From an optimization exercise on the open Yosys and OpenROAD flow, aimed at small area and a short achievable clock period; shortcuts taken in it are not production practice. RTL that was checked went through simulation tests only; none was proved equivalent to the original. Power is estimated from default activity; no workload was simulated.

== zinc ==
==> flow/design.v <==
`timescale 1ns/1ps
module channelTrigger (
	input logic clk_flash,
	input logic rstN,
	input logic [8-1:0] sample,  
	input logic [8-1:0] threshLow,  
	input logic [8-1:0] threshHigh,  
	input logic fallingEdge,  
	input logic [(10 + 1)-1:0] tot,  
	input logic dsGo,  
	output logic fire,  
	output logic inRange  
);
	localparam int CW = (10 + 1);
	function automatic logic gt8(input logic [7:0] a, input logic [7:0] b);
		logic r;
		r = 1'b0;
		for (int i = 0; i < 8; i++) r = (a[i] & ~b[i]) | (~(a[i] ^ b[i]) & r);
		gt8 = r;
	endfunction
	function automatic logic gt10(input logic [9:0] a, input logic [9:0] b);
		logic r;
		r = 1'b0;
		for (int i = 0; i < 10; i++) r = (a[i] & ~b[i]) | (~(a[i] ^ b[i]) & r);
		gt10 = r;
	endfunction
	function automatic logic [CW-1:0] inc(input logic [CW-1:0] a);
		logic [CW-1:0] r;
		for (int i = 0; i < CW; i++) r[i] = a[i] ^ (&(a | ~((CW'(1) << i) - CW'(1))));
		inc = r;
	endfunction
	logic wasInRange;  
	logic edgeSeen;  
	logic levelHeld;  
	logic totStep;  
	logic limZero;  
	logic cntZero;  
	logic over;  
	logic clear;  
	logic step;  
	logic [CW-1:0] totCount;  
	assign edgeSeen = fallingEdge ? (wasInRange & ~inRange) : (inRange & ~wasInRange);
	assign levelHeld = inRange ^ fallingEdge;
	assign totStep = ~tot[CW-1] | dsGo;
	assign limZero = ~|tot[CW-2:0];
	assign cntZero = ~|totCount;
	assign over = totCount[CW-1] | gt10(totCount[CW-2:0], tot[CW-2:0]);  
	assign clear = limZero | over | (~cntZero & totStep & ~levelHeld);
	assign step = cntZero ? edgeSeen : totStep;  
	always_ff @(posedge clk_flash) begin
		if (!rstN) begin
			inRange <= 1'b0;
			wasInRange <= 1'b0;
			fire <= 1'b0;
			totCount <= '0;
		end else begin
			inRange <= ~gt8(threshLow, sample) & ~gt8(sample, threshHigh);
			wasInRange <= inRange;
			fire <= limZero ? edgeSeen : over;
			if (clear) begin
				totCount <= '0;
			end else if (step) begin
				totCount <= inc(totCount);
			end
		end
	end
endmodule
`timescale 1ns/1ps
module coincidenceTrigger (
	input logic clk_flash,
	input logic rstN,
	input logic [4-1:0] fire,  
	input logic [4-1:0] chanEnable,  
	input logic [1:0] coinReq,  
	input logic [8-1:0] holdTime,  
	input logic allowSameChan,  
	input logic dsGo,
	input logic noSelfTrig,  
	input logic isFirst,  
	input logic isLast,  
	input logic [1:0] trigIn,  
	output logic trigger,  
	output logic [1:0] trigOut  
);
	localparam int HW = 8;
	function automatic logic [HW-1:0] dec(input logic [HW-1:0] a);
		logic [HW-1:0] r;
		for (int i = 0; i < HW; i++) r[i] = a[i] ^ ~|(a & ((HW'(1) << i) - HW'(1)));
		dec = r;
	endfunction
	logic [HW-1:0] holdLeft [4];  
	logic [4-1:0] fired;  
	logic [4-1:0] running;  
	logic [4-1:0] held;  
	logic [4-1:0] chanHit;  
	logic selfTrig;
	logic goingLeft;  
	logic goingRight;  
	always_comb begin
		for (int i = 0; i < 4; i++) begin
			running[i] = |holdLeft[i];
			held[i] = chanEnable[i] & running[i];
		end
		for (int i = 0; i < 4; i++) begin
			logic o1, o2, o3, s;  
			logic [2:0] h;  
			h = (i == 0) ? held[3:1] : (i == 1) ? {held[3:2], held[0]} :
				(i == 2) ? {held[3], held[1:0]} : held[2:0];
			o1 = |h;
			o2 = (h[0] & h[1]) | (h[0] & h[2]) | (h[1] & h[2]);
			o3 = &h;
			s = allowSameChan & held[i];
			case (coinReq)
				2'd0: chanHit[i] = 1'b1;
				2'd1: chanHit[i] = o1 | s;
				2'd2: chanHit[i] = o2 | (s & o1);
				default: chanHit[i] = o3 | (s & o2);
			endcase
			chanHit[i] = chanHit[i] & chanEnable[i] & fired[i];
		end
	end
	always_ff @(posedge clk_flash) begin
		if (!rstN) begin
			fired <= '0;
			for (int i = 0; i < 4; i++) begin
				holdLeft[i] <= '0;
			end
		end else begin
			fired <= fire;
			for (int i = 0; i < 4; i++) begin
				if (fire[i]) begin
					holdLeft[i] <= holdTime;  
				end else if (dsGo && running[i]) begin
					holdLeft[i] <= dec(holdLeft[i]);  
				end
			end
		end
	end
	assign selfTrig = |chanHit;
	assign goingLeft = trigIn[0] & ~isFirst;
	assign goingRight = trigIn[1] & ~isLast;
	always_ff @(posedge clk_flash) begin
		if (!rstN) begin
			trigger <= 1'b0;
			trigOut <= '0;
		end else if (noSelfTrig) begin
			trigger <= trigIn[1];  
			trigOut <= {trigIn[1], 1'b0};
		end else begin
			trigger <= selfTrig | goingLeft | goingRight;
			trigOut <= {selfTrig | goingRight, selfTrig | goingLeft};
		end
	end
endmodule
`timescale 1ns/1ps
module acquireControl (
	input logic clk_flash,
	input logic rstN,
	input logic startTrigger,  
	input logic trigger,  
	input logic [10-1:0] triggerPoint,  
	input logic [10-1:0] nsmp,  
	input logic [5-1:0] downsample,  
	output logic dsGo,  
	output logic acquiring,
	output logic [10-1:0] wrAddress,  
	output logic [10-1:0] trigPointAddr,  
	output logic dataReady  
);
	localparam logic [1:0] INIT = 2'd0;  
	localparam logic [1:0] PREACQ = 2'd1;  
	localparam logic [1:0] WAITING = 2'd2;  
	localparam logic [1:0] POSTACQ = 2'd3;  
	localparam int DW = 22 + 1;
	localparam int AW = 10;
	function automatic logic [10-1:0] incA(input logic [10-1:0] a);
		logic [10-1:0] r;
		for (int i = 0; i < 10; i++)
			r[i] = a[i] ^ (&(a | ~((AW'(1) << i) - AW'(1))));
		incA = r;
	endfunction
	function automatic logic [22:0] incD(input logic [22:0] a);
		logic [22:0] r;
		for (int i = 0; i <= 22; i++)
			r[i] = a[i] ^ (&(a | ~((DW'(1) << i) - DW'(1))));
		incD = r;
	endfunction
	logic [1:0] state;
	logic [10-1:0] sampleCount;  
	logic [22:0] dsCount;
	logic [31:0] dsSel;  
	logic atTrigPoint;  
	logic atEnd;  
	logic postDone;  
	logic wrStep;  
	logic [10-1:0] wrNext;  
	always_comb begin
		dsSel = {32{dsCount[22]}};  
		dsSel[22:1] = dsCount[22:1];
		dsSel[0] = 1'b1;
	end
	assign dsGo = dsSel[downsample];
	assign atTrigPoint = (sampleCount == triggerPoint);
	assign atEnd = (sampleCount == nsmp);
	assign postDone = (state == POSTACQ) && atEnd;
	assign wrStep = dsGo && acquiring && !postDone;
	assign wrNext = wrStep ? incA(wrAddress) : wrAddress;
	always_ff @(posedge clk_flash) begin
		if (!rstN || dsGo) begin
			dsCount <= {{22{1'b0}}, 1'b1};
		end else begin
			dsCount <= incD(dsCount);
		end
	end
	always_ff @(posedge clk_flash) begin
		if (!rstN) begin
			state <= INIT;
			acquiring <= 1'b0;
			dataReady <= 1'b0;
			wrAddress <= '0;
			sampleCount <= '0;
		end else begin
			wrAddress <= wrNext;
			case (state)
				INIT: begin
					if (startTrigger) begin
						sampleCount <= '0;
						acquiring <= 1'b1;
						dataReady <= 1'b0;
						state <= PREACQ;
					end
				end
				PREACQ: begin
					if (atTrigPoint) begin
						state <= WAITING;
					end else if (dsGo) begin
						sampleCount <= incA(sampleCount);
					end
				end
				WAITING: begin
					if (trigger) begin
						sampleCount <= triggerPoint;
						state <= POSTACQ;
					end
				end
				default: begin
					if (atEnd) begin
						acquiring <= 1'b0;
						dataReady <= 1'b1;
						state <= INIT;
					end else if (dsGo) begin
						sampleCount <= incA(sampleCount);
					end
				end
			endcase
		end
	end
	always_ff @(posedge clk_flash) begin
		if (state == WAITING && trigger) begin
			trigPointAddr <= wrNext;
		end
	end
endmodule
`timescale 1ns/1ps
module sampleAverager (
	input logic clk_flash,
	input logic rstN,
	input logic [4*8-1:0] samples,  
	input logic highRes,  
	input logic dsGo,
	input logic [5-1:0] downsample,
	output logic [4*8-1:0] dout  
);
	localparam int ACC_W = 8 + 5;  
	function automatic logic [ACC_W-1:0] add(input logic [ACC_W-1:0] a, input logic [8-1:0] b);
		logic [ACC_W-1:0] p, g, r;
		logic c, t;
		p = a ^ ACC_W'(b);
		g = a & ACC_W'(b);
		for (int i = 0; i < ACC_W; i++) begin
			c = 1'b0;
			for (int j = 0; j < i; j++) begin
				t = g[j];
				for (int k = j + 1; k < i; k++) t = t & p[k];
				c = c | t;
			end
			r[i] = p[i] ^ c;
		end
		add = r;
	endfunction
	logic [ACC_W-1:0] acc [4];  
	logic [ACC_W-1:0] accSum [4];  
	logic [8-1:0] accShift [4];  
	logic [5-1:0] hrCount;  
	logic flush;  
	assign flush = dsGo || (&hrCount);  
	always_comb begin
		for (int i = 0; i < 4; i++) begin
			accSum[i] = add(acc[i], samples[i*8 +: 8]);
			case (downsample)
				5'd0: accShift[i] = accSum[i][7:0];
				5'd1: accShift[i] = accSum[i][8:1];
				5'd2: accShift[i] = accSum[i][9:2];
				5'd3: accShift[i] = accSum[i][10:3];
				5'd4: accShift[i] = accSum[i][11:4];
				default: accShift[i] = accSum[i][12:5];
			endcase
		end
	end
	always_ff @(posedge clk_flash) begin
		if (!rstN) begin
			hrCount <= '0;
			dout <= '0;
			for (int i = 0; i < 4; i++) begin
				acc[i] <= '0;
			end
		end else if (highRes) begin
			hrCount <= flush ? '0 : hrCount + 1'b1;
			for (int i = 0; i < 4; i++) begin
				if (flush) begin
					dout[i*8 +: 8] <= accShift[i];
					acc[i] <= '0;  
				end else begin
					acc[i] <= accSum[i];
				end
			end
		end else begin
			hrCount <= '0;
			dout <= samples;  
			for (int i = 0; i < 4; i++) begin
				acc[i] <= '0;
			end
		end
	end
endmodule
`timescale 1ns/1ps
module scopeCore (
	input logic clk_flash,
	input logic rstN,
	input logic [4*8-1:0] flashData,  
	input logic [8-1:0] threshLow,  
	input logic [8-1:0] threshHigh,
	input logic fallingEdge,
	input logic [(10 + 1)-1:0] tot,
	input logic [4-1:0] chanEnable,
	input logic [1:0] coinReq,
	input logic [8-1:0] holdTime,
	input logic allowSameChan,
	input logic noSelfTrig,
	input logic isFirst,
	input logic isLast,
	input logic [1:0] trigIn,  
	input logic startTrigger,
	input logic [10-1:0] triggerPoint,
	input logic [10-1:0] nsmp,
	input logic [5-1:0] downsample,
	input logic highRes,
	output logic [1:0] trigOut,  
	output logic trigger,
	output logic [4-1:0] inRange,  
	output logic acquiring,
	output logic dataReady,
	output logic [10-1:0] wrAddress,
	output logic [10-1:0] trigPointAddr,
	output logic [4*8-1:0] dout  
);
	logic [4*8-1:0] samples;  
	logic [4-1:0] fire;
	logic dsGo;
	always_ff @(posedge clk_flash) begin
		samples <= flashData;  
	end
	for (genvar i = 0; i < 4; i++) begin : gChan
		channelTrigger uChan (
			.clk_flash(clk_flash),
			.rstN(rstN),
			.sample(samples[i*8 +: 8]),
			.threshLow(threshLow),
			.threshHigh(threshHigh),
			.fallingEdge(fallingEdge),
			.tot(tot),
			.dsGo(dsGo),
			.fire(fire[i]),
			.inRange(inRange[i])
		);
	end
	coincidenceTrigger uCoin (
		.clk_flash(clk_flash),
		.rstN(rstN),
		.fire(fire),
		.chanEnable(chanEnable),
		.coinReq(coinReq),
		.holdTime(holdTime),
		.allowSameChan(allowSameChan),
		.dsGo(dsGo),
		.noSelfTrig(noSelfTrig),
		.isFirst(isFirst),
		.isLast(isLast),
		.trigIn(trigIn),
		.trigger(trigger),
		.trigOut(trigOut)
	);
	acquireControl uAcq (
		.clk_flash(clk_flash),
		.rstN(rstN),
		.startTrigger(startTrigger),
		.trigger(trigger),
		.triggerPoint(triggerPoint),
		.nsmp(nsmp),
		.downsample(downsample),
		.dsGo(dsGo),
		.acquiring(acquiring),
		.wrAddress(wrAddress),
		.trigPointAddr(trigPointAddr),
		.dataReady(dataReady)
	);
	sampleAverager uAvg (
		.clk_flash(clk_flash),
		.rstN(rstN),
		.samples(samples),
		.highRes(highRes),
		.dsGo(dsGo),
		.downsample(downsample),
		.dout(dout)
	);
endmodule
clock: 5.0 ns
lec_check: 0
abc_clock_period_in_ps: 2000
cap_margin: 20
core_margin: 2
core_utilization: 40
setup_slack_margin: 2.6
slew_margin: 20
run.sh (not shown) runs the stock make flow with config.mk's settings and CLKGATE_MAP_FILE= SYNTH_SCRIPT=/design/flow/synth_recipe.tcl, a recipe that flattens the netlist after the stock synthesis.
zinc did not stop at any stage, and its layout met the timing, design-rule and antenna checks.
> inputs changed (zinc -> fjord)
--- a/flow/design.v
+++ b/flow/design.v
@@ -195,4 +195,5 @@
 	logic wrStep;  
 	logic [10-1:0] wrNext;  
+	logic trigCapture;  
 	always_comb begin
 		dsSel = {32{dsCount[22]}};  
@@ -257,6 +258,7 @@
 	end
 	always_ff @(posedge clk_flash) begin
-		if (state == WAITING && trigger) begin
-			trigPointAddr <= wrNext;
+		trigCapture <= rstN && state == WAITING && trigger;
+		if (trigCapture) begin
+			trigPointAddr <= wrAddress;
 		end
 	end
@@ -266,4 +268,5 @@
 	input logic clk_flash,
 	input logic rstN,
+	input logic [4*8-1:0] flashData,  
 	input logic [4*8-1:0] samples,  
 	input logic highRes,  
@@ -289,13 +292,13 @@
 		add = r;
 	endfunction
-	logic [ACC_W-1:0] acc [4];  
-	logic [ACC_W-1:0] accSum [4];  
+	logic [ACC_W-1:0] accSum [4];
 	logic [8-1:0] accShift [4];  
 	logic [5-1:0] hrCount;  
 	logic flush;  
+	logic restart;  
 	assign flush = dsGo || (&hrCount);  
+	assign restart = !rstN || !highRes || flush;
 	always_comb begin
 		for (int i = 0; i < 4; i++) begin
-			accSum[i] = add(acc[i], samples[i*8 +: 8]);
 			case (downsample)
 				5'd0: accShift[i] = accSum[i][7:0];
@@ -309,10 +312,11 @@
 	end
 	always_ff @(posedge clk_flash) begin
+		for (int i = 0; i < 4; i++) begin
+			accSum[i] <= restart ? ACC_W'(flashData[i*8 +: 8]) :
+				add(accSum[i], flashData[i*8 +: 8]);
+		end
 		if (!rstN) begin
 			hrCount <= '0;
 			dout <= '0;
-			for (int i = 0; i < 4; i++) begin
-				acc[i] <= '0;
-			end
 		end else if (highRes) begin
 			hrCount <= flush ? '0 : hrCount + 1'b1;
@@ -320,7 +324,4 @@
 				if (flush) begin
 					dout[i*8 +: 8] <= accShift[i];
-					acc[i] <= '0;  
-				end else begin
-					acc[i] <= accSum[i];
 				end
 			end
@@ -328,7 +329,4 @@
 			hrCount <= '0;
 			dout <= samples;  
-			for (int i = 0; i < 4; i++) begin
-				acc[i] <= '0;
-			end
 		end
 	end
@@ -418,4 +416,5 @@
 		.clk_flash(clk_flash),
 		.rstN(rstN),
+		.flashData(flashData),
 		.samples(samples),
 		.highRes(highRes),
==> results.txt <==
fjord completed end to end with timing, DRC and antenna clean.
The global-route usage over all layers was comparable across fjord and zinc.
Changes observed in fjord relative to zinc: post-detailed-placement cell area decreased by 1.5% relative to the old numbers, clock-buffer cell count increased by about 10% relative to the old numbers, final cell count decreased by 2.8% relative to the old numbers, total power decreased by about 10% relative to the old numbers, detailed route wirelength on metal3 decreased by 34% relative to the old numbers.
In fjord relative to zinc, number of multi-input logic gates had gone down by a few percent.
Function was not checked in any run of this note: the RTL went through the layout flow alone.

* * *

Setup of rev 12:
Another version of the RTL of scopeCore (not shown whole).
Size in the first run: ~2400 cells after synthesis, ~270 flip-flops, ~170 I/O pins, ~17000 um2 of cells after synthesis.
==> module sampleAverager, before the edit <==
module sampleAverager (
	input logic clk_flash,
	input logic rstN,
	input logic [4*8-1:0] samples,  
	input logic highRes,  
	input logic dsGo,
	input logic [5-1:0] downsample,
	output logic [4*8-1:0] dout  
);
	localparam int ACC_W = 8 + 5;  
	function automatic logic [ACC_W-1:0] add(input logic [ACC_W-1:0] a, input logic [8-1:0] b);
		logic [15:0] p, g, gg, pp;
		logic [ACC_W-1:0] r;
		p = 16'(a ^ ACC_W'(b));
		g = 16'(a & ACC_W'(b));
		gg = g;
		pp = p;
		for (int l = 0; l < 4; l++) begin
			for (int i = 0; i < 16; i++) begin
				if (((i >> l) & 1) == 1) begin
					gg[i] = gg[i] | (pp[i] & gg[((i >> l) << l) - 1]);
					pp[i] = pp[i] & pp[((i >> l) << l) - 1];
				end
			end
		end
		r[0] = p[0];
		for (int i = 1; i < ACC_W; i++) r[i] = p[i] ^ gg[i - 1];
		add = r;
	endfunction
	logic [ACC_W-1:0] acc [4];  
	logic [ACC_W-1:0] accSum [4];  
	logic [8-1:0] accShift [4];  
	logic [5-1:0] hrCount;  
	logic [5:0] shiftSel;  
	logic flush;  
	assign flush = dsGo || (&hrCount);  
	always_comb begin
		for (int k = 0; k < 5; k++) shiftSel[k] = (downsample == 5'(k));
		shiftSel[5] = (downsample >= 5'(5));
		for (int i = 0; i < 4; i++) begin
			accSum[i] = add(acc[i], samples[i*8 +: 8]);
			accShift[i] = '0;
			for (int k = 0; k <= 5; k++)
				accShift[i] = accShift[i] | (accSum[i][k +: 8] & {8{shiftSel[k]}});
		end
	end
	always_ff @(posedge clk_flash) begin
		if (!rstN) begin
			hrCount <= '0;
			dout <= '0;
			for (int i = 0; i < 4; i++) begin
				acc[i] <= '0;
			end
		end else if (highRes) begin
			hrCount <= flush ? '0 : hrCount + 1'b1;
			for (int i = 0; i < 4; i++) begin
				if (flush) begin
					dout[i*8 +: 8] <= accShift[i];
					acc[i] <= '0;  
				end else begin
					acc[i] <= accSum[i];
				end
			end
		end else begin
			hrCount <= '0;
			dout <= samples;  
			for (int i = 0; i < 4; i++) begin
				acc[i] <= '0;
			end
		end
	end
endmodule
==> module scopeCore, before the edit <==
module scopeCore (
	input logic clk_flash,
	input logic rstN,
	input logic [4*8-1:0] flashData,  
	input logic [8-1:0] threshLow,  
	input logic [8-1:0] threshHigh,
	input logic fallingEdge,
	input logic [(10 + 1)-1:0] tot,
	input logic [4-1:0] chanEnable,
	input logic [1:0] coinReq,
	input logic [8-1:0] holdTime,
	input logic allowSameChan,
	input logic noSelfTrig,
	input logic isFirst,
	input logic isLast,
	input logic [1:0] trigIn,  
	input logic startTrigger,
	input logic [10-1:0] triggerPoint,
	input logic [10-1:0] nsmp,
	input logic [5-1:0] downsample,
	input logic highRes,
	output logic [1:0] trigOut,  
	output logic trigger,
	output logic [4-1:0] inRange,  
	output logic acquiring,
	output logic dataReady,
	output logic [10-1:0] wrAddress,
	output logic [10-1:0] trigPointAddr,
	output logic [4*8-1:0] dout  
);
	logic [4*8-1:0] samples;  
	logic [4-1:0] fire;
	logic dsGo;
	always_ff @(posedge clk_flash) begin
		samples <= flashData;  
	end
	for (genvar i = 0; i < 4; i++) begin : gChan
		channelTrigger uChan (
			.clk_flash(clk_flash),
			.rstN(rstN),
			.sample(samples[i*8 +: 8]),
			.threshLow(threshLow),
			.threshHigh(threshHigh),
			.fallingEdge(fallingEdge),
			.tot(tot),
			.dsGo(dsGo),
			.fire(fire[i]),
			.inRange(inRange[i])
		);
	end
	coincidenceTrigger uCoin (
		.clk_flash(clk_flash),
		.rstN(rstN),
		.fire(fire),
		.chanEnable(chanEnable),
		.coinReq(coinReq),
		.holdTime(holdTime),
		.allowSameChan(allowSameChan),
		.dsGo(dsGo),
		.noSelfTrig(noSelfTrig),
		.isFirst(isFirst),
		.isLast(isLast),
		.trigIn(trigIn),
		.trigger(trigger),
		.trigOut(trigOut)
	);
	acquireControl uAcq (
		.clk_flash(clk_flash),
		.rstN(rstN),
		.startTrigger(startTrigger),
		.trigger(trigger),
		.triggerPoint(triggerPoint),
		.nsmp(nsmp),
		.downsample(downsample),
		.dsGo(dsGo),
		.acquiring(acquiring),
		.wrAddress(wrAddress),
		.trigPointAddr(trigPointAddr),
		.dataReady(dataReady)
	);
	sampleAverager uAvg (
		.clk_flash(clk_flash),
		.rstN(rstN),
		.samples(samples),
		.highRes(highRes),
		.dsGo(dsGo),
		.downsample(downsample),
		.dout(dout)
	);
endmodule
Settings: LEC_CHECK=0, ABC_AREA=1, CAP_MARGIN=20, CORE_MARGIN=2, CORE_UTILIZATION=60, SETUP_SLACK_MARGIN=3.1, SLEW_MARGIN=20, TNS_END_PERCENT=1; clock period 5.0 ns.
standard.sh (not shown) runs the stock make flow with config.mk's settings and CLKGATE_MAP_FILE= SYNTH_SCRIPT=/design/flow/synth_recipe.tcl, a recipe that flattens the netlist after the stock synthesis.
==> flow/flow/run.sh <==
#!/bin/bash
# Layout flow: the standard ORFS flow (standard synthesis included), with the
# ports buffered by a plain buffer instead of the weakest delay cell;
# nothing else changed.
set -euo pipefail
export BUFFER_PORTS_ARGS="-buffer_cell sky130_fd_sc_hd__buf_2"

bash standard.sh finish > make_finish.log 2>&1
Edits applied to the flow inputs when going from rev 12 to rev 13:
diff --git a/flow/design.v b/flow/design.v
--- a/flow/design.v
+++ b/flow/design.v
@@ -277,6 +277,7 @@
 module sampleAverager (
 	input logic clk_flash,
 	input logic rstN,
+	input logic [4*8-1:0] flashData,  
 	input logic [4*8-1:0] samples,  
 	input logic highRes,  
 	input logic dsGo,
@@ -303,46 +304,41 @@
 		for (int i = 1; i < ACC_W; i++) r[i] = p[i] ^ gg[i - 1];
 		add = r;
 	endfunction
-	logic [ACC_W-1:0] acc [4];  
-	logic [ACC_W-1:0] accSum [4];  
+	logic [ACC_W-1:0] accSum [4];
 	logic [8-1:0] accShift [4];  
 	logic [5-1:0] hrCount;  
 	logic [5:0] shiftSel;  
 	logic flush;  
+	logic restart;  
 	assign flush = dsGo || (&hrCount);  
+	assign restart = !rstN || !highRes || flush;
 	always_comb begin
 		for (int k = 0; k < 5; k++) shiftSel[k] = (downsample == 5'(k));
 		shiftSel[5] = (downsample >= 5'(5));
 		for (int i = 0; i < 4; i++) begin
-			accSum[i] = add(acc[i], samples[i*8 +: 8]);
 			accShift[i] = '0;
 			for (int k = 0; k <= 5; k++)
 				accShift[i] = accShift[i] | (accSum[i][k +: 8] & {8{shiftSel[k]}});
 		end
 	end
 	always_ff @(posedge clk_flash) begin
+		for (int i = 0; i < 4; i++) begin
+			accSum[i] <= restart ? ACC_W'(flashData[i*8 +: 8]) :
+				add(accSum[i], flashData[i*8 +: 8]);
+		end
 		if (!rstN) begin
 			hrCount <= '0;
 			dout <= '0;
-			for (int i = 0; i < 4; i++) begin
-				acc[i] <= '0;
-			end
 		end else if (highRes) begin
 			hrCount <= flush ? '0 : hrCount + 1'b1;
 			for (int i = 0; i < 4; i++) begin
 				if (flush) begin
 					dout[i*8 +: 8] <= accShift[i];
-					acc[i] <= '0;  
-				end else begin
-					acc[i] <= accSum[i];
 				end
 			end
 		end else begin
 			hrCount <= '0;
 			dout <= samples;  
-			for (int i = 0; i < 4; i++) begin
-				acc[i] <= '0;
-			end
 		end
 	end
 endmodule
@@ -430,6 +426,7 @@
 	sampleAverager uAvg (
 		.clk_flash(clk_flash),
 		.rstN(rstN),
+		.flashData(flashData),
 		.samples(samples),
 		.highRes(highRes),
 		.dsGo(dsGo),
==> comparison <==
Rev 13 vs rev 12: logic gate share of total power up in rev 13. Rev 13 finished every step from synthesis to the final layout, and the layout passed the timing, design-rule and antenna checks. Rev 12 has a lower compound-cell area share of the yosys netlist than rev 13. In rev 13, the clock tree cell share of total cell area came out 0.21 points above the value in rev 12. Taking rev 12 as the reference point, the post-synthesis to final-layout area growth of rev 13 rises by 4.2 points. Taking rev 12 as the reference point, the minimum clock period after layout of rev 13 falls by 0.64 ns. Flip-flop and latch power: rev 13 vs rev 12 up about 2%. Compared with rev 12, in rev 13 first-iteration DRC count has decreased; met3 capacity usage during global routing has decreased; number of vias per cell after detailed routing has increased; synthesized area has decreased.
No functional check of the RTL was part of rev 12.

## re-timing with driven ports
How much do the figures lean on ideal ports? The routed layouts below were timed once more, with nothing changed but the port constraints. Step 1: set_driving_cell puts a clkbuf_16 on clk_flash and a buf_2 on each other input, an assumption about the parent block. Step 2 moves the port delays by t, midway between the first and last clock arrival at a register: inputs arrive t later, outputs are due t later. That takes back most of the time a late clock gives input paths. Three values: no drivers, after step 1, after step 2; two values: the first two.
run | t, ns | slack for setup (ns) | slew at the worst register clock pin (ns) | cell pins on the clock port's net
zinc | 0.601 | 2.461 / 2.378 / 1.777 | 0.07 / 0.07 | 1
fjord | 0.572 | 2.028 / 1.988 / 1.416 | 0.06 / 0.06 | 1
rev 12 | 0.613 | 2.248 / 2.248 / 1.822 | 0.07 / 0.07 | 1
rev 13 | 0.608 | 2.891 / 2.839 / 2.291 | 0.07 / 0.07 | 1
After both steps setup and hold are still met in every run listed. For zinc, which loses most, drivers alone change the setup slack by -0.083 ns; drivers and shift together by -0.684 ns.
